Source: an optimization exercise on an open RTL-to-GDS flow (aim: small area and a short achievable clock period). Production flows keep margins and buffers that such runs may drop. Function was checked by simulation only, so behaviour that the tests miss may differ from the original. Power figures rest on the tool's default switching activity, not on a simulated workload.

`design/flow/design.v`:
```
package sa_pkg;
    typedef logic [8-1:0]    pixel_t;       
    typedef logic [8-1:0]    weight_t;      
    typedef logic [(8 + 8 + $clog2(3))-1:0] acc_t;         
    typedef struct packed {
        logic [3-1:0]                     shamt;   
        logic [4-1:0]                      mant;    
        logic [8-3-4-1:0]   pad;     
    } drum_pair_t;
    typedef union packed {
        pixel_t     plain;
        drum_pair_t pair;
    } operand_word_u;
endpackage
`timescale 1ns/10ps
module drum_encoder (
    input  sa_pkg::pixel_t     i_value,         
    output sa_pkg::drum_pair_t o_pair,          
    output sa_pkg::pixel_t     o_dec            
);
    logic [7:0] v;
    logic       h4, h5, h6, h7;                  
    assign v  = i_value;
    assign h7 = v[7];
    assign h6 = v[7] | v[6];
    assign h5 = h6 | v[5];
    assign h4 = h5 | v[4];
    assign o_pair.shamt[2] = h7;
    assign o_pair.shamt[1] = ~h7 & (v[6] | v[5]);
    assign o_pair.shamt[0] = (~h7 & v[6]) | (~h5 & v[4]);
    assign o_pair.pad      = 1'b0;
    assign o_pair.mant[3] = v[7] | v[6] | v[5] | v[4] | v[3];
    assign o_pair.mant[2] = h7 ? v[6] : h6 ? v[5] : h5 ? v[4] : h4 ? v[3] : v[2];
    assign o_pair.mant[1] = h7 ? v[5] : h6 ? v[4] : h5 ? v[3] : h4 ? v[2] : v[1];
    assign o_pair.mant[0] = h4 | v[0];
    assign o_dec[7:5] = v[7:5];
    assign o_dec[4]   = v[4] | v[7];
    assign o_dec[3]   = (v[3] & ~h6) | (v[6] & ~h7);
    assign o_dec[2]   = (v[2] & ~h5) | (v[5] & ~h6);
    assign o_dec[1]   = (v[1] & ~h4) | (v[4] & ~h5);
    assign o_dec[0]   =  v[0] & ~h4;
endmodule
`timescale 1ns/10ps
module mac_pe_first (
    input  logic                  i_clk,
    input  logic                  i_rst_n,
    input  logic                  i_approx,      
    input  sa_pkg::operand_word_u i_operand,     
    input  sa_pkg::pixel_t        i_dec,         
    input  sa_pkg::weight_t       i_weight,
    input  logic                  i_clear,       
    output sa_pkg::operand_word_u o_operand,     
    output sa_pkg::weight_t       o_weight,      
    output sa_pkg::acc_t          o_acc
);
    sa_pkg::drum_pair_t   w_pair;              
    sa_pkg::weight_t      w_dec;               
    logic [7:0]           a_fac, b_fac;
    logic [7:0]           pp0;
    logic [7:0]           pp1;
    logic [7:0]           pp2;
    logic [7:0]           pp3;
    logic [7:0]           pp4;
    logic [7:0]           pp5;
    logic [7:0]           pp6;
    logic [7:0]           pp7;
    logic [17:0]          r_s, r_c;            
    logic [17:0]          acc_sum;
    sa_pkg::acc_t         acc_q;
    logic                 t0;
    logic                 t1;
    logic                 t2;
    logic                 t3;
    logic                 t4;
    logic                 t5;
    logic                 t6;
    logic                 t7;
    logic                 t8;
    logic                 t9;
    logic                 t10;
    logic                 t11;
    logic                 t12;
    logic                 t13;
    logic                 t14;
    logic                 t15;
    logic                 t16;
    logic                 t17;
    logic                 t18;
    logic                 t19;
    logic                 t20;
    logic                 t21;
    logic                 t22;
    logic                 t23;
    logic                 t24;
    logic                 t25;
    logic                 t26;
    logic                 t27;
    logic                 t28;
    logic                 t29;
    logic                 t30;
    logic                 t31;
    logic                 t32;
    logic                 t33;
    logic                 t34;
    logic                 t35;
    logic                 t36;
    logic                 t37;
    logic                 t38;
    logic                 t39;
    logic                 t40;
    logic                 t41;
    logic                 t42;
    logic                 t43;
    logic                 t44;
    logic                 t45;
    logic                 t46;
    logic                 t47;
    logic                 t48;
    logic                 t49;
    logic                 t50;
    logic                 t51;
    logic                 t52;
    logic                 t53;
    logic                 t54;
    logic                 t55;
    logic                 t56;
    logic                 t57;
    logic                 t58;
    logic                 t59;
    logic                 t60;
    logic                 t61;
    logic                 t62;
    logic                 t63;
    logic                 t64;
    logic                 t65;
    logic                 t66;
    logic                 t67;
    logic                 t68;
    logic                 t69;
    logic                 t70;
    logic                 t71;
    logic                 t72;
    logic                 t73;
    logic                 t74;
    logic                 t75;
    logic                 t76;
    logic                 t77;
    logic                 t78;
    logic                 t79;
    logic                 t80;
    logic                 t81;
    logic                 t82;
    logic                 t83;
    logic                 t84;
    logic                 t85;
    logic                 t86;
    logic                 t87;
    logic                 t88;
    logic                 t89;
    logic                 t90;
    logic                 t91;
    logic                 t92;
    logic                 t93;
    logic                 t94;
    logic                 t95;
    logic                 t96;
    logic                 t97;
    logic                 t98;
    logic                 t99;
    logic                 t100;
    logic                 t101;
    logic                 t102;
    logic                 t103;
    logic                 t104;
    logic                 t105;
    logic                 t106;
    logic                 t107;
    logic                 t108;
    logic                 t109;
    logic                 t110;
    logic                 t111;
    drum_encoder u_weight_enc (
        .i_value (i_weight),
        .o_pair  (w_pair),
        .o_dec   (w_dec)
    );
    assign b_fac = i_approx ? w_dec : i_weight;
    assign a_fac = i_approx ? i_dec : i_operand.plain;
    assign pp0 = a_fac[0] ? b_fac : 8'h00;
    assign pp1 = a_fac[1] ? b_fac : 8'h00;
    assign pp2 = a_fac[2] ? b_fac : 8'h00;
    assign pp3 = a_fac[3] ? b_fac : 8'h00;
    assign pp4 = a_fac[4] ? b_fac : 8'h00;
    assign pp5 = a_fac[5] ? b_fac : 8'h00;
    assign pp6 = a_fac[6] ? b_fac : 8'h00;
    assign pp7 = a_fac[7] ? b_fac : 8'h00;
    assign t0 = acc_q[5] ^ pp0[5];
    assign t1 = acc_q[5] & pp0[5];
    assign t2 = acc_q[6] ^ pp0[6] ^ pp1[5];
    assign t3 = (acc_q[6] & pp0[6]) | (acc_q[6] & pp1[5]) | (pp0[6] & pp1[5]);
    assign t4 = pp2[4] ^ pp3[3];
    assign t5 = pp2[4] & pp3[3];
    assign t6 = acc_q[7] ^ pp0[7] ^ pp1[6];
    assign t7 = (acc_q[7] & pp0[7]) | (acc_q[7] & pp1[6]) | (pp0[7] & pp1[6]);
    assign t8 = pp2[5] ^ pp3[4] ^ pp4[3];
    assign t9 = (pp2[5] & pp3[4]) | (pp2[5] & pp4[3]) | (pp3[4] & pp4[3]);
    assign t10 = pp5[2] ^ pp6[1];
    assign t11 = pp5[2] & pp6[1];
    assign t12 = acc_q[8] ^ pp1[7] ^ pp2[6];
    assign t13 = (acc_q[8] & pp1[7]) | (acc_q[8] & pp2[6]) | (pp1[7] & pp2[6]);
    assign t14 = pp3[5] ^ pp4[4] ^ pp5[3];
    assign t15 = (pp3[5] & pp4[4]) | (pp3[5] & pp5[3]) | (pp4[4] & pp5[3]);
    assign t16 = pp6[2] ^ pp7[1];
    assign t17 = pp6[2] & pp7[1];
    assign t18 = acc_q[9] ^ pp2[7] ^ pp3[6];
    assign t19 = (acc_q[9] & pp2[7]) | (acc_q[9] & pp3[6]) | (pp2[7] & pp3[6]);
    assign t20 = pp4[5] ^ pp5[4] ^ pp6[3];
    assign t21 = (pp4[5] & pp5[4]) | (pp4[5] & pp6[3]) | (pp5[4] & pp6[3]);
    assign t22 = acc_q[10] ^ pp3[7] ^ pp4[6];
    assign t23 = (acc_q[10] & pp3[7]) | (acc_q[10] & pp4[6]) | (pp3[7] & pp4[6]);
    assign t24 = acc_q[3] ^ pp0[3];
    assign t25 = acc_q[3] & pp0[3];
    assign t26 = acc_q[4] ^ pp0[4] ^ pp1[3];
    assign t27 = (acc_q[4] & pp0[4]) | (acc_q[4] & pp1[3]) | (pp0[4] & pp1[3]);
    assign t28 = pp2[2] ^ pp3[1];
    assign t29 = pp2[2] & pp3[1];
    assign t30 = pp1[4] ^ pp2[3] ^ pp3[2];
    assign t31 = (pp1[4] & pp2[3]) | (pp1[4] & pp3[2]) | (pp2[3] & pp3[2]);
    assign t32 = pp4[1] ^ pp5[0] ^ t0;
    assign t33 = (pp4[1] & pp5[0]) | (pp4[1] & t0) | (pp5[0] & t0);
    assign t34 = pp4[2] ^ pp5[1] ^ pp6[0];
    assign t35 = (pp4[2] & pp5[1]) | (pp4[2] & pp6[0]) | (pp5[1] & pp6[0]);
    assign t36 = t1 ^ t4 ^ t2;
    assign t37 = (t1 & t4) | (t1 & t2) | (t4 & t2);
    assign t38 = pp7[0] ^ t5 ^ t10;
    assign t39 = (pp7[0] & t5) | (pp7[0] & t10) | (t5 & t10);
    assign t40 = t3 ^ t6 ^ t8;
    assign t41 = (t3 & t6) | (t3 & t8) | (t6 & t8);
    assign t42 = t11 ^ t16 ^ t7;
    assign t43 = (t11 & t16) | (t11 & t7) | (t16 & t7);
    assign t44 = t9 ^ t12 ^ t14;
    assign t45 = (t9 & t12) | (t9 & t14) | (t12 & t14);
    assign t46 = pp7[2] ^ t17 ^ t13;
    assign t47 = (pp7[2] & t17) | (pp7[2] & t13) | (t17 & t13);
    assign t48 = t15 ^ t18 ^ t20;
    assign t49 = (t15 & t18) | (t15 & t20) | (t18 & t20);
    assign t50 = pp5[5] ^ pp6[4] ^ pp7[3];
    assign t51 = (pp5[5] & pp6[4]) | (pp5[5] & pp7[3]) | (pp6[4] & pp7[3]);
    assign t52 = t19 ^ t21 ^ t22;
    assign t53 = (t19 & t21) | (t19 & t22) | (t21 & t22);
    assign t54 = acc_q[11] ^ pp4[7] ^ pp5[6];
    assign t55 = (acc_q[11] & pp4[7]) | (acc_q[11] & pp5[6]) | (pp4[7] & pp5[6]);
    assign t56 = pp6[5] ^ pp7[4] ^ t23;
    assign t57 = (pp6[5] & pp7[4]) | (pp6[5] & t23) | (pp7[4] & t23);
    assign t58 = acc_q[12] ^ pp5[7] ^ pp6[6];
    assign t59 = (acc_q[12] & pp5[7]) | (acc_q[12] & pp6[6]) | (pp5[7] & pp6[6]);
    assign t60 = acc_q[2] ^ pp0[2];
    assign t61 = acc_q[2] & pp0[2];
    assign t62 = pp1[2] ^ pp2[1] ^ pp3[0];
    assign t63 = (pp1[2] & pp2[1]) | (pp1[2] & pp3[0]) | (pp2[1] & pp3[0]);
    assign t64 = pp4[0] ^ t25 ^ t28;
    assign t65 = (pp4[0] & t25) | (pp4[0] & t28) | (t25 & t28);
    assign t66 = t29 ^ t27 ^ t30;
    assign t67 = (t29 & t27) | (t29 & t30) | (t27 & t30);
    assign t68 = t31 ^ t34 ^ t33;
    assign t69 = (t31 & t34) | (t31 & t33) | (t34 & t33);
    assign t70 = t35 ^ t38 ^ t37;
    assign t71 = (t35 & t38) | (t35 & t37) | (t38 & t37);
    assign t72 = t39 ^ t41 ^ t42;
    assign t73 = (t39 & t41) | (t39 & t42) | (t41 & t42);
    assign t74 = t43 ^ t45 ^ t46;
    assign t75 = (t43 & t45) | (t43 & t46) | (t45 & t46);
    assign t76 = t50 ^ t47 ^ t49;
    assign t77 = (t50 & t47) | (t50 & t49) | (t47 & t49);
    assign t78 = t51 ^ t54 ^ t53;
    assign t79 = (t51 & t54) | (t51 & t53) | (t54 & t53);
    assign t80 = pp7[5] ^ t55 ^ t58;
    assign t81 = (pp7[5] & t55) | (pp7[5] & t58) | (t55 & t58);
    assign t82 = acc_q[13] ^ pp6[7] ^ pp7[6];
    assign t83 = (acc_q[13] & pp6[7]) | (acc_q[13] & pp7[6]) | (pp6[7] & pp7[6]);
    assign t84 = acc_q[1] ^ pp0[1];
    assign t85 = acc_q[1] & pp0[1];
    assign t86 = pp1[1] ^ pp2[0] ^ t60;
    assign t87 = (pp1[1] & pp2[0]) | (pp1[1] & t60) | (pp2[0] & t60);
    assign t88 = t61 ^ t24 ^ t62;
    assign t89 = (t61 & t24) | (t61 & t62) | (t24 & t62);
    assign t90 = t63 ^ t26 ^ t64;
    assign t91 = (t63 & t26) | (t63 & t64) | (t26 & t64);
    assign t92 = t65 ^ t32 ^ t66;
    assign t93 = (t65 & t32) | (t65 & t66) | (t32 & t66);
    assign t94 = t67 ^ t36 ^ t68;
    assign t95 = (t67 & t36) | (t67 & t68) | (t36 & t68);
    assign t96 = t40 ^ t69 ^ t70;
    assign t97 = (t40 & t69) | (t40 & t70) | (t69 & t70);
    assign t98 = t44 ^ t71 ^ t72;
    assign t99 = (t44 & t71) | (t44 & t72) | (t71 & t72);
    assign t100 = t48 ^ t73 ^ t74;
    assign t101 = (t48 & t73) | (t48 & t74) | (t73 & t74);
    assign t102 = t52 ^ t75 ^ t76;
    assign t103 = (t52 & t75) | (t52 & t76) | (t75 & t76);
    assign t104 = t56 ^ t77 ^ t78;
    assign t105 = (t56 & t77) | (t56 & t78) | (t77 & t78);
    assign t106 = t57 ^ t80 ^ t79;
    assign t107 = (t57 & t80) | (t57 & t79) | (t80 & t79);
    assign t108 = t59 ^ t82 ^ t81;
    assign t109 = (t59 & t82) | (t59 & t81) | (t82 & t81);
    assign t110 = acc_q[14] ^ pp7[7] ^ t83;
    assign t111 = (acc_q[14] & pp7[7]) | (acc_q[14] & t83) | (pp7[7] & t83);
    assign r_s[0] = acc_q[0];
    assign r_c[0] = pp0[0];
    assign r_s[1] = pp1[0];
    assign r_c[1] = t84;
    assign r_s[2] = t85;
    assign r_c[2] = t86;
    assign r_s[3] = t87;
    assign r_c[3] = t88;
    assign r_s[4] = t89;
    assign r_c[4] = t90;
    assign r_s[5] = t91;
    assign r_c[5] = t92;
    assign r_s[6] = t93;
    assign r_c[6] = t94;
    assign r_s[7] = t95;
    assign r_c[7] = t96;
    assign r_s[8] = t97;
    assign r_c[8] = t98;
    assign r_s[9] = t99;
    assign r_c[9] = t100;
    assign r_s[10] = t101;
    assign r_c[10] = t102;
    assign r_s[11] = t103;
    assign r_c[11] = t104;
    assign r_s[12] = t105;
    assign r_c[12] = t106;
    assign r_s[13] = t108;
    assign r_c[13] = t107;
    assign r_s[14] = t110;
    assign r_c[14] = t109;
    assign r_s[15] = acc_q[15];
    assign r_c[15] = t111;
    assign r_s[16] = acc_q[16];
    assign r_c[16] = 1'b0;
    assign r_s[17] = acc_q[17];
    assign r_c[17] = 1'b0;
    assign acc_sum = r_s + r_c;
    always_ff @(posedge i_clk or negedge i_rst_n) begin
        if (!i_rst_n) begin
            o_operand <= '0;
            o_weight  <= '0;
        end else begin
            o_operand <= i_operand;      
            o_weight  <= i_weight;
        end
    end
    always_ff @(posedge i_clk or negedge i_rst_n) begin
        if (!i_rst_n) begin
            acc_q <= '0;
        end else if (i_clear) begin
            acc_q <= '0;
        end else begin
            acc_q <= acc_sum;
        end
    end
    assign o_acc = acc_q;
endmodule
`timescale 1ns/10ps
module mac_pe (
    input  logic                  i_clk,
    input  logic                  i_rst_n,
    input  logic                  i_approx,      
    input  sa_pkg::operand_word_u i_operand,     
    input  sa_pkg::weight_t       i_weight,
    input  logic                  i_clear,       
    output sa_pkg::operand_word_u o_operand,     
    output sa_pkg::weight_t       o_weight,      
    output sa_pkg::acc_t          o_acc
);
    sa_pkg::drum_pair_t   w_pair;              
    sa_pkg::weight_t      w_dec;               
    logic [7:0]           b_fac;               
    logic [9:0]           op3;                 
    logic [5:0]           mant3;               
    logic [10:0]          x1;                  
    logic [12:0]          x3;                  
    logic [3:0]           sel1, sel2, sel3;    
    logic [12:0]          rowv [4];
    logic [15:0]          p_s, p_c;            
    logic [15:0]          p_gen, p_prp;        
    logic                 p_ovf;               
    logic [15:0]          m_s;
    logic [16:0]          m_c;                 
    logic [16:0]          lo_sum;
    logic [1:0]           hi_base;
    logic [17:0]          acc_sum;
    sa_pkg::acc_t         acc_q;
    logic                 t0;
    logic                 t1;
    logic                 t2;
    logic                 t3;
    logic                 t4;
    logic                 t5;
    logic                 t6;
    logic                 t7;
    logic                 t8;
    logic                 t9;
    logic                 t10;
    logic                 t11;
    logic                 t12;
    logic                 t13;
    logic                 t14;
    logic                 t15;
    logic                 t16;
    logic                 t17;
    logic                 t18;
    logic                 t19;
    logic                 t20;
    logic                 t21;
    logic                 t22;
    logic                 t23;
    logic                 t24;
    logic                 t25;
    logic                 t26;
    logic                 t27;
    logic                 t28;
    logic                 t29;
    logic                 t30;
    logic                 t31;
    logic                 t32;
    logic                 t33;
    logic                 t34;
    logic                 t35;
    logic                 t36;
    logic                 t37;
    logic                 t38;
    logic                 t39;
    logic                 t40;
    logic                 t41;
    logic                 t42;
    logic                 t43;
    logic                 t44;
    logic                 t45;
    logic                 t46;
    logic                 t47;
    logic                 t48;
    logic                 t49;
    logic                 t50;
    logic                 t51;
    drum_encoder u_weight_enc (
        .i_value (i_weight),
        .o_pair  (w_pair),
        .o_dec   (w_dec)
    );
    assign b_fac = i_approx ? w_dec : i_weight;
    assign t0 = i_operand.pair.mant[0] ^ 1'b0;
    assign t1 = i_operand.pair.mant[0] & 1'b0;
    assign t2 = i_operand.pair.mant[1] ^ i_operand.pair.mant[0] ^ t1;
    assign t3 = (i_operand.pair.mant[1] & i_operand.pair.mant[0]) | (i_operand.pair.mant[1] & t1) | (i_operand.pair.mant[0] & t1);
    assign t4 = i_operand.pair.mant[2] ^ i_operand.pair.mant[1] ^ t3;
    assign t5 = (i_operand.pair.mant[2] & i_operand.pair.mant[1]) | (i_operand.pair.mant[2] & t3) | (i_operand.pair.mant[1] & t3);
    assign t6 = i_operand.pair.mant[3] ^ i_operand.pair.mant[2] ^ t5;
    assign t7 = (i_operand.pair.mant[3] & i_operand.pair.mant[2]) | (i_operand.pair.mant[3] & t5) | (i_operand.pair.mant[2] & t5);
    assign t8 = i_operand.pair.mant[3] ^ t7;
    assign t9 = i_operand.pair.mant[3] & t7;
    assign op3   = 10'(i_operand.plain) + {1'b0, i_operand.plain, 1'b0};
    assign mant3 = {t9, t8, t6, t4, t2, t0};
    assign x1 = i_approx ? {7'b0, i_operand.pair.mant} << i_operand.pair.shamt
                         : {3'b000, i_operand.plain};
    assign x3 = i_approx ? {7'b0, mant3} << i_operand.pair.shamt
                         : {3'b000, op3};
    always_comb begin
        for (int k = 0; k < 4; k++) begin
            sel1[k] = b_fac[2*k] & ~b_fac[2*k+1];
            sel2[k] = ~b_fac[2*k] & b_fac[2*k+1];
            sel3[k] = b_fac[2*k] & b_fac[2*k+1];
            rowv[k] = ({13{sel1[k]}} & {2'b00, x1}) | ({13{sel2[k]}} & {1'b0, x1, 1'b0})
                    | ({13{sel3[k]}} & x3);
        end
    end
    assign t10 = rowv[0][6] ^ rowv[1][4];
    assign t11 = rowv[0][6] & rowv[1][4];
    assign t12 = rowv[0][7] ^ rowv[1][5] ^ rowv[2][3];
    assign t13 = (rowv[0][7] & rowv[1][5]) | (rowv[0][7] & rowv[2][3]) | (rowv[1][5] & rowv[2][3]);
    assign t14 = rowv[0][8] ^ rowv[1][6] ^ rowv[2][4];
    assign t15 = (rowv[0][8] & rowv[1][6]) | (rowv[0][8] & rowv[2][4]) | (rowv[1][6] & rowv[2][4]);
    assign t16 = rowv[0][9] ^ rowv[1][7] ^ rowv[2][5];
    assign t17 = (rowv[0][9] & rowv[1][7]) | (rowv[0][9] & rowv[2][5]) | (rowv[1][7] & rowv[2][5]);
    assign t18 = rowv[0][10] ^ rowv[1][8] ^ rowv[2][6];
    assign t19 = (rowv[0][10] & rowv[1][8]) | (rowv[0][10] & rowv[2][6]) | (rowv[1][8] & rowv[2][6]);
    assign t20 = rowv[0][11] ^ rowv[1][9] ^ rowv[2][7];
    assign t21 = (rowv[0][11] & rowv[1][9]) | (rowv[0][11] & rowv[2][7]) | (rowv[1][9] & rowv[2][7]);
    assign t22 = rowv[0][12] ^ rowv[1][10] ^ rowv[2][8];
    assign t23 = (rowv[0][12] & rowv[1][10]) | (rowv[0][12] & rowv[2][8]) | (rowv[1][10] & rowv[2][8]);
    assign t24 = rowv[1][11] ^ rowv[2][9];
    assign t25 = rowv[1][11] & rowv[2][9];
    assign t26 = rowv[1][12] ^ rowv[2][10];
    assign t27 = rowv[1][12] & rowv[2][10];
    assign t28 = rowv[0][4] ^ rowv[1][2];
    assign t29 = rowv[0][4] & rowv[1][2];
    assign t30 = rowv[0][5] ^ rowv[1][3] ^ rowv[2][1];
    assign t31 = (rowv[0][5] & rowv[1][3]) | (rowv[0][5] & rowv[2][1]) | (rowv[1][3] & rowv[2][1]);
    assign t32 = rowv[2][2] ^ rowv[3][0] ^ t10;
    assign t33 = (rowv[2][2] & rowv[3][0]) | (rowv[2][2] & t10) | (rowv[3][0] & t10);
    assign t34 = rowv[3][1] ^ t11 ^ t12;
    assign t35 = (rowv[3][1] & t11) | (rowv[3][1] & t12) | (t11 & t12);
    assign t36 = rowv[3][2] ^ t13 ^ t14;
    assign t37 = (rowv[3][2] & t13) | (rowv[3][2] & t14) | (t13 & t14);
    assign t38 = rowv[3][3] ^ t15 ^ t16;
    assign t39 = (rowv[3][3] & t15) | (rowv[3][3] & t16) | (t15 & t16);
    assign t40 = rowv[3][4] ^ t17 ^ t18;
    assign t41 = (rowv[3][4] & t17) | (rowv[3][4] & t18) | (t17 & t18);
    assign t42 = rowv[3][5] ^ t19 ^ t20;
    assign t43 = (rowv[3][5] & t19) | (rowv[3][5] & t20) | (t19 & t20);
    assign t44 = rowv[3][6] ^ t21 ^ t22;
    assign t45 = (rowv[3][6] & t21) | (rowv[3][6] & t22) | (t21 & t22);
    assign t46 = rowv[3][7] ^ t24 ^ t23;
    assign t47 = (rowv[3][7] & t24) | (rowv[3][7] & t23) | (t24 & t23);
    assign t48 = rowv[3][8] ^ t25 ^ t26;
    assign t49 = (rowv[3][8] & t25) | (rowv[3][8] & t26) | (t25 & t26);
    assign t50 = rowv[2][11] ^ rowv[3][9] ^ t27;
    assign t51 = (rowv[2][11] & rowv[3][9]) | (rowv[2][11] & t27) | (rowv[3][9] & t27);
    assign p_s[0] = rowv[0][0];
    assign p_c[0] = 1'b0;
    assign p_s[1] = rowv[0][1];
    assign p_c[1] = 1'b0;
    assign p_s[2] = rowv[0][2];
    assign p_c[2] = rowv[1][0];
    assign p_s[3] = rowv[0][3];
    assign p_c[3] = rowv[1][1];
    assign p_s[4] = rowv[2][0];
    assign p_c[4] = t28;
    assign p_s[5] = t29;
    assign p_c[5] = t30;
    assign p_s[6] = t31;
    assign p_c[6] = t32;
    assign p_s[7] = t33;
    assign p_c[7] = t34;
    assign p_s[8] = t35;
    assign p_c[8] = t36;
    assign p_s[9] = t37;
    assign p_c[9] = t38;
    assign p_s[10] = t39;
    assign p_c[10] = t40;
    assign p_s[11] = t41;
    assign p_c[11] = t42;
    assign p_s[12] = t43;
    assign p_c[12] = t44;
    assign p_s[13] = t45;
    assign p_c[13] = t46;
    assign p_s[14] = t48;
    assign p_c[14] = t47;
    assign p_s[15] = t49;
    assign p_c[15] = t50;
    assign p_gen = p_s & p_c;
    assign p_prp = p_s | p_c;
    always_comb begin
        p_ovf = 1'b0;
        for (int i = 0; i < 16; i++) begin
            p_ovf = p_gen[i] | (p_prp[i] & p_ovf);
        end
    end
    assign m_s = acc_q[15:0] ^ p_s ^ p_c;
    assign m_c = {(acc_q[15:0] & p_s) | (acc_q[15:0] & p_c) | (p_s & p_c), 1'b0};
    assign lo_sum = 17'(m_s) + 17'(m_c[15:0]);
    assign hi_base[0] = acc_q[16] ^ m_c[16] ^ p_ovf;
    assign hi_base[1] = acc_q[17] ^ ((acc_q[16] & m_c[16] & ~p_ovf) | (~acc_q[16] & ~m_c[16] & p_ovf));
    assign acc_sum[15:0] = lo_sum[15:0];
    assign acc_sum[16]   = hi_base[0] ^ lo_sum[16];
    assign acc_sum[17]   = lo_sum[16] ? hi_base[1] ^ hi_base[0] : hi_base[1];
    always_ff @(posedge i_clk or negedge i_rst_n) begin
        if (!i_rst_n) begin
            o_operand <= '0;
            o_weight  <= '0;
        end else begin
            o_operand <= i_operand;      
            o_weight  <= i_weight;
        end
    end
    always_ff @(posedge i_clk or negedge i_rst_n) begin
        if (!i_rst_n) begin
            acc_q <= '0;
        end else if (i_clear) begin
            acc_q <= '0;
        end else begin
            acc_q <= acc_sum;
        end
    end
    assign o_acc = acc_q;
endmodule
`timescale 1ns/10ps
module systolic_row (
    input  logic                          i_clk,
    input  logic                          i_rst_n,
    input  logic                          i_approx,        
    input  sa_pkg::pixel_t                i_pixel,         
    input  logic [8*8-1:0]       i_weight,        
    input  logic [8-1:0]              i_clear,         
    output logic [8*(8 + 8 + $clog2(3))-1:0]    o_acc_result,    
    output logic [8-1:0]             o_pass_pixel,    
    output logic [8*8-1:0]       o_pass_weight    
);
    sa_pkg::drum_pair_t    pixel_pair;                     
    sa_pkg::pixel_t        pixel_dec;                      
    sa_pkg::operand_word_u entry_word;
    logic [8:0][8-1:0] operand_chain;             
    drum_encoder u_pixel_enc (
        .i_value (i_pixel),
        .o_pair  (pixel_pair),
        .o_dec   (pixel_dec)
    );
    always_comb begin
        entry_word.plain = i_pixel;
        if (i_approx) begin
            entry_word.pair = pixel_pair;    
        end
    end
    assign operand_chain[0] = entry_word;
    genvar n;
    generate
        for (n = 0; n < 8; n++) begin : g_pe
            if (n == 0) begin : g_first
                mac_pe_first u_mac_pe (
                    .i_clk      (i_clk),
                    .i_rst_n    (i_rst_n),
                    .i_approx   (i_approx),
                    .i_operand  (operand_chain[n]),
                    .i_dec      (pixel_dec),
                    .i_weight   (i_weight[n*8 +: 8]),
                    .i_clear    (i_clear[n]),
                    .o_operand  (operand_chain[n+1]),
                    .o_weight   (o_pass_weight[n*8 +: 8]),
                    .o_acc      (o_acc_result[n*(8 + 8 + $clog2(3)) +: (8 + 8 + $clog2(3))])
                );
            end else begin : g_rest
                mac_pe u_mac_pe (
                    .i_clk      (i_clk),
                    .i_rst_n    (i_rst_n),
                    .i_approx   (i_approx),
                    .i_operand  (operand_chain[n]),
                    .i_weight   (i_weight[n*8 +: 8]),
                    .i_clear    (i_clear[n]),
                    .o_operand  (operand_chain[n+1]),
                    .o_weight   (o_pass_weight[n*8 +: 8]),
                    .o_acc      (o_acc_result[n*(8 + 8 + $clog2(3)) +: (8 + 8 + $clog2(3))])
                );
            end
        end
    endgenerate
    assign o_pass_pixel = operand_chain[8];
endmodule
```
`design/flow/flow/run.sh`:
```
#!/bin/bash
# Layout flow: the standard ORFS flow (standard.sh, synthesis unchanged), with the
# input and output ports buffered by the smallest plain buffer instead of the cell
# buffer_ports picks by default. Each tool's output goes to make.log here and to ORFS's
# own per-step logs under orfs/logs.
set -euo pipefail
export BUFFER_PORTS_ARGS="-buffer_cell sky130_fd_sc_hd__buf_1"
bash standard.sh > make.log 2>&1
```
`design/flow/standard.sh`:
```
#!/bin/bash
# synth_recipe.tcl (not shown) runs the flow's synth.tcl, then flattens the netlist and writes it again
# the make line also repeats each setting of config.mk as NAME=value (left out here)
make -C /OpenROAD-flow-scripts/flow DESIGN_CONFIG=/design/flow/config.mk WORK_HOME=/design/flow/orfs CLKGATE_MAP_FILE= SYNTH_SCRIPT=/design/flow/synth_recipe.tcl "${@:-finish}"
```
`design/flow/config.mk`:
```
export PLATFORM = sky130hd
export DESIGN_NAME = systolic_row
export DESIGN_NICKNAME = systolic_row
export VERILOG_FILES = /design/flow/design.v
export SDC_FILE = /design/flow/constraint.sdc
export NUM_CORES = 4
export LEC_CHECK = 0
export ABC_AREA = 1
export CAP_MARGIN = 20
export CORE_MARGIN = 2
export CORE_UTILIZATION = 65
export CTS_CLUSTER_DIAMETER = 110
export CTS_CLUSTER_SIZE = 22
export SETUP_SLACK_MARGIN = 3.5
export SLEW_MARGIN = 20
```
`design/flow/constraint.sdc`:
```
create_clock -name core_clock -period 10.5 [get_ports {i_clk}]
set_input_delay 2.1000 -clock core_clock [delete_from_list [all_inputs] [get_ports {i_clk}]]
set_output_delay 2.1000 -clock core_clock [all_outputs]
set_load 0.01 [all_outputs]
```
==> metrics.md <==
| Metric | Value |
|---|---|
| Worst EP arrival | `7.17 ns` |
| Seq/Total Area, Yosys | `between 20% and 30%` |
| Synth top cells by count | `nand2_1 (1148), inv_1 (814), nor2_1 (432)` |
| Clk root buf | `clkbuf_16` |
| CTS Sinks | `roughly 270` |
| Syn. warnings | `4` |
| CP most frequent cell | `nand2_1` |
| EDFF count, synth | `0` |
| Cell variety after synth | `59` |
| R2r setup slk | `4.10 ns` |
| Place WS | `2.56 ns` |
| #FFs+latches synth | `272` |
| Filler cells | `around 4.2k` |
| Initial antenna violation count | `2` |
| Final layout net count | `5448` |
| Power Dens Cells | `196 mW/mm^2` |
| Synth-to-layout area growth | `7.59%` |
| All-Layer GR Usage | `34.3%` |
| Final Critical Period | `6.68 ns` |
| Cts bufs inserted | `17` |
| Syn Inst Count | `4566` |
| Synth async-reset ratio | `between 90% and 100%` |
| Syn Area/Cell | `7.26 um^2` |
| Clk buf depth | `3` |
| Worst-Skew Late Latency | `0.56 ns` |
| Final setup fails | `0` |
| Dpl hpwl | `approximately 73 mm` |
| Die height | `230 um` |
| Setup TNS | `0 ns` |
| Dominant cell type by area after synthesis | `dfrtp_1` |
| Worst hold path class | `reg2reg` |
| Launching point of the worst reg2reg path | `g_pe[0].g_first.u_mac_pe.o_operand[1]` |
| Static Leakage | `18.2 nW` |
| Vias per cell | `between 5 and 6` |
| PortBufs | `~300` |
| Status | `timing/DRC/antenna clean` |
| Die W | `230 um` |
| Total of max-cap violations | `0` |
| Post-synth top area share | `20.5%` |
| Most frequent cell after synthesis | `nand2_1` |
| Total Die Area | `0.0528 mm^2` |
| Antenna Nets Post-Route | `0` |
| Slowest cell on crit path | `fa_1` |
| Mapped Area | `between 0.03 and 0.04 mm^2` |
| Initial DRC count | `around 2.9k` |
| Crit end category | `register` |
| Clock slew at reported path FFs | `0.09 ns` |
| Total grt overflow | `0` |
| First-pass DRT Iterations | `8` |
| Routed len/inst | `16.5 um` |
| Number of global-route vias before repair | `around 31k` |
| Slew @ Worst Pin | `0.897 ns` |
| H-Tree Depth | `1` |
| Min setup slack post-route | `3.82 ns` |
| Max Fclk | `150 MHz` |
| Max-slew headroom | `40.2%` |
| Peak VDD IR | `about 0.36 mV` |
| Largest net degree at the start of global routing | `71` |
| Area contributors post-synth | `dfrtp_1 (21%), fa_1 (17%), nand2_1 (13%)` |
| RePlAce Congestion | `1.00` |
| Clock Skew | `roughly 0.022 ns` |
| Via count | `32.2k` |
| Drt total wl | `90.7 mm` |
| Layout cells sized above 1 | `under 10%` |
| Final routed DRC violation total | `0` |
| Mapped Nets | `5188` |
| # rows | `between 80 and 90` |
| CTS tree | `done` |
| Worst setup path endpoint | `g_pe[3].g_rest.u_mac_pe.acc_q[14]` |
| Largest stage delay, worst path | `0.57 ns` |
| WS Path Type | `in2reg` |
| Critical Path Fanout Max | `42` |
| Starting density of the core | `65.9%` |
| Fin crit share | `between 60% and 70%` |
| First-pass GRT wire length | `151 mm` |
| Final hold violation count | `0` |
| Predominant post-synthesis flop cell | `dfrtp_1` |
| Core Box Area | `between 0.05 and 0.06 mm^2` |
| Crit path max-delay family | `adder cells` |
| Buf/Inv on CP | `6` |
| CP Launch Point | `i_approx` |
| FF-to-FF path depth | `35` |
| CP required | `11.00 ns` |
| CP Launch Type | `primary input` |
| Crit path depth | `25` |
| Pins Over Slew Limit | `0` |
| Io pins | `approximately 300` |
| R2R Path End | `g_pe[1].g_rest.u_mac_pe.acc_q[15]` |
| RSZ-0062 raised after global routing | `true` |
-- layout make-up --
type                       count  area [um^2]  share of cell area [%]
timing repair buffer         312         1290                    3.63
tap                          672          841                    2.36
antenna                        2         5.00                  0.0140
multi-input combinational   3385        23100                    64.7
inverter                     838         3170                    8.88
clock inverter                 4         52.6                   0.147
clock buffer                  19          433                    1.21
sequential                   272         6810                    19.1
-- worst min path at each step --
| stage | endpoint | startpoint | slack [ns] | depth (start not counted) |
|---|---|---|---|---|
| 4_1_cts | g_pe[7].g_rest.u_mac_pe.o_operand[0] | g_pe[6].g_rest.u_mac_pe.o_operand[0] | 0.42 | 0 |
| 5_1_grt | g_pe[7].g_rest.u_mac_pe.o_operand[0] | g_pe[6].g_rest.u_mac_pe.o_operand[0] | 0.45 | 0 |
| 3_5_place_dp | g_pe[7].g_rest.u_mac_pe.o_operand[0] | g_pe[6].g_rest.u_mac_pe.o_operand[0] | 0.40 | 0 |
| 2_1_floorplan | g_pe[1].g_rest.u_mac_pe.o_operand[0] | g_pe[0].g_first.u_mac_pe.o_operand[0] | 0.38 | 0 |
| 6_report | g_pe[7].g_rest.u_mac_pe.o_operand[0] | g_pe[6].g_rest.u_mac_pe.o_operand[0] | 0.41 | 0 |
| 3_3_place_gp | g_pe[7].g_rest.u_mac_pe.o_operand[0] | g_pe[6].g_rest.u_mac_pe.o_operand[0] | 0.40 | 0 |
-- cell usage in the layout (no fill, tap or decap), types with 6 or more instances in the layout --
master and instances:
o221ai_1 180, inv_1 804, o21ai_1 17, nor4_1 7, fa_1 281, nand2_2 24, nand3_1 178, clkinv_1 9
xor2_1 20, nand4_1 9, a31oi_1 29, nand2_4 6, nor2_4 7, o21ai_0 239, nor3_1 35, a221oi_1 11
nor2_2 26, o2111ai_1 7, o211ai_1 49, dfrtp_1 270, clkbuf_16 17, nand3b_1 7, o21a_1 8, o22ai_1 65
ha_1 254, a21oi_1 200, a22oi_1 29, buf_1 291, or2_2 19, nand3_2 8, nor2_1 415, nand2_1 1145
inv_2 20, xnor2_1 18, nor3b_1 8, o21bai_1 27, buf_4 11
-- through the flow --
step	utilization [%]	power [mW]	area, um^2	hold WS (ns)	cells
floorplan	-	5.04	33200	0.380	4566
global route	70.9	7.77	35700	0.447	5503
detailed placement	69.4	6.19	34900	0.401	5474
finish	70.9	6.98	35700	0.411	5504
global placement	69.4	6.04	34900	0.401	5474
CTS	70.4	6.94	35400	0.419	5497
-- state kept, by name, summed over array words and instances (netlist names) --
register,cells
g_pe.g_rest.u_mac_pe.acc_q,126
g_pe.g_rest.u_mac_pe.o_operand,56
g_pe.g_rest.u_mac_pe.o_weight,56
g_pe.g_first.u_mac_pe.acc_q,18
g_pe.g_first.u_mac_pe.o_operand,8
g_pe.g_first.u_mac_pe.o_weight,8
-- repair_timing --
item,in CTS,in global routing
buffers inserted,0,5
pin swaps,0,2
hold buffers,0,0
gates resized for setup,6,70
setup endpoints to repair,21,27
-- per-layer routing --
layer / track usage, % / part of all wire, % / vias up
met5: 0 / 0.013 / -
met4: 12.9 / 3.8 / 2
met3: 3.46 / 5.8 / 261
met2: 60.2 / 50 / 1307
met1: 44.0 / 41 / 15100
li1: - / - / 15487
-- logic make-up (layout without fill, tap and decap cells) --
logic type / after synthesis / in the layout / share of synthesized area (%)
AO/OA/AOI/OAI: 901 / 901 / 17.4
XOR/XNOR: 38 / 38 / 1.00
adder cells (fa/ha/maj): 539 / 539 / 26.8
buffers and inverters: 909 / 1173 / 10.6
flip-flops: 272 / 272 / 20.5
other: 0 / 2 / 0
AND/OR/NAND/NOR: 1907 / 1907 / 23.7
-- report_power, final --
part           switching, mW  internal (mW)  total [mW]
Clock                  0.401          0.304       0.705
Sequential             0.242           1.28        1.52
Combinational           2.96           1.79        4.75
Total                   3.61           3.38        6.98

[what the ideal ports hide]
No port has a modelled driver above. Below, the same layout with a new extraction and two added sets of constraints.
Step 1 (the two cells are an assumption about what drives the block):
set clk [get_ports {i_clk}]
set_driving_cell -lib_cell sky130_fd_sc_hd__clkbuf_16 $clk
set_driving_cell -lib_cell sky130_fd_sc_hd__buf_2 [delete_from_list [all_inputs] $clk]
Step 2 adds t to the input delays and takes it off the output delays; t is the mean of the earliest and latest rising clock arrival at the registers after step 1. Input paths then give back, and output paths get back, about the clock's delay inside the block.
Three values: ideal, step 1, step 2; two values: the first two.
shift t [ns]: 0.615
setup WS [ns]: 3.822 / 3.830 / 3.214
hold slack, ns: 0.411 / 0.411 / 0.411
slew at the worst register clock pin (ns): 0.10 / 0.10
After both steps setup and hold are still met in this run. For this run, drivers alone change the setup slack by +0.008 ns; drivers and shift together by -0.608 ns.
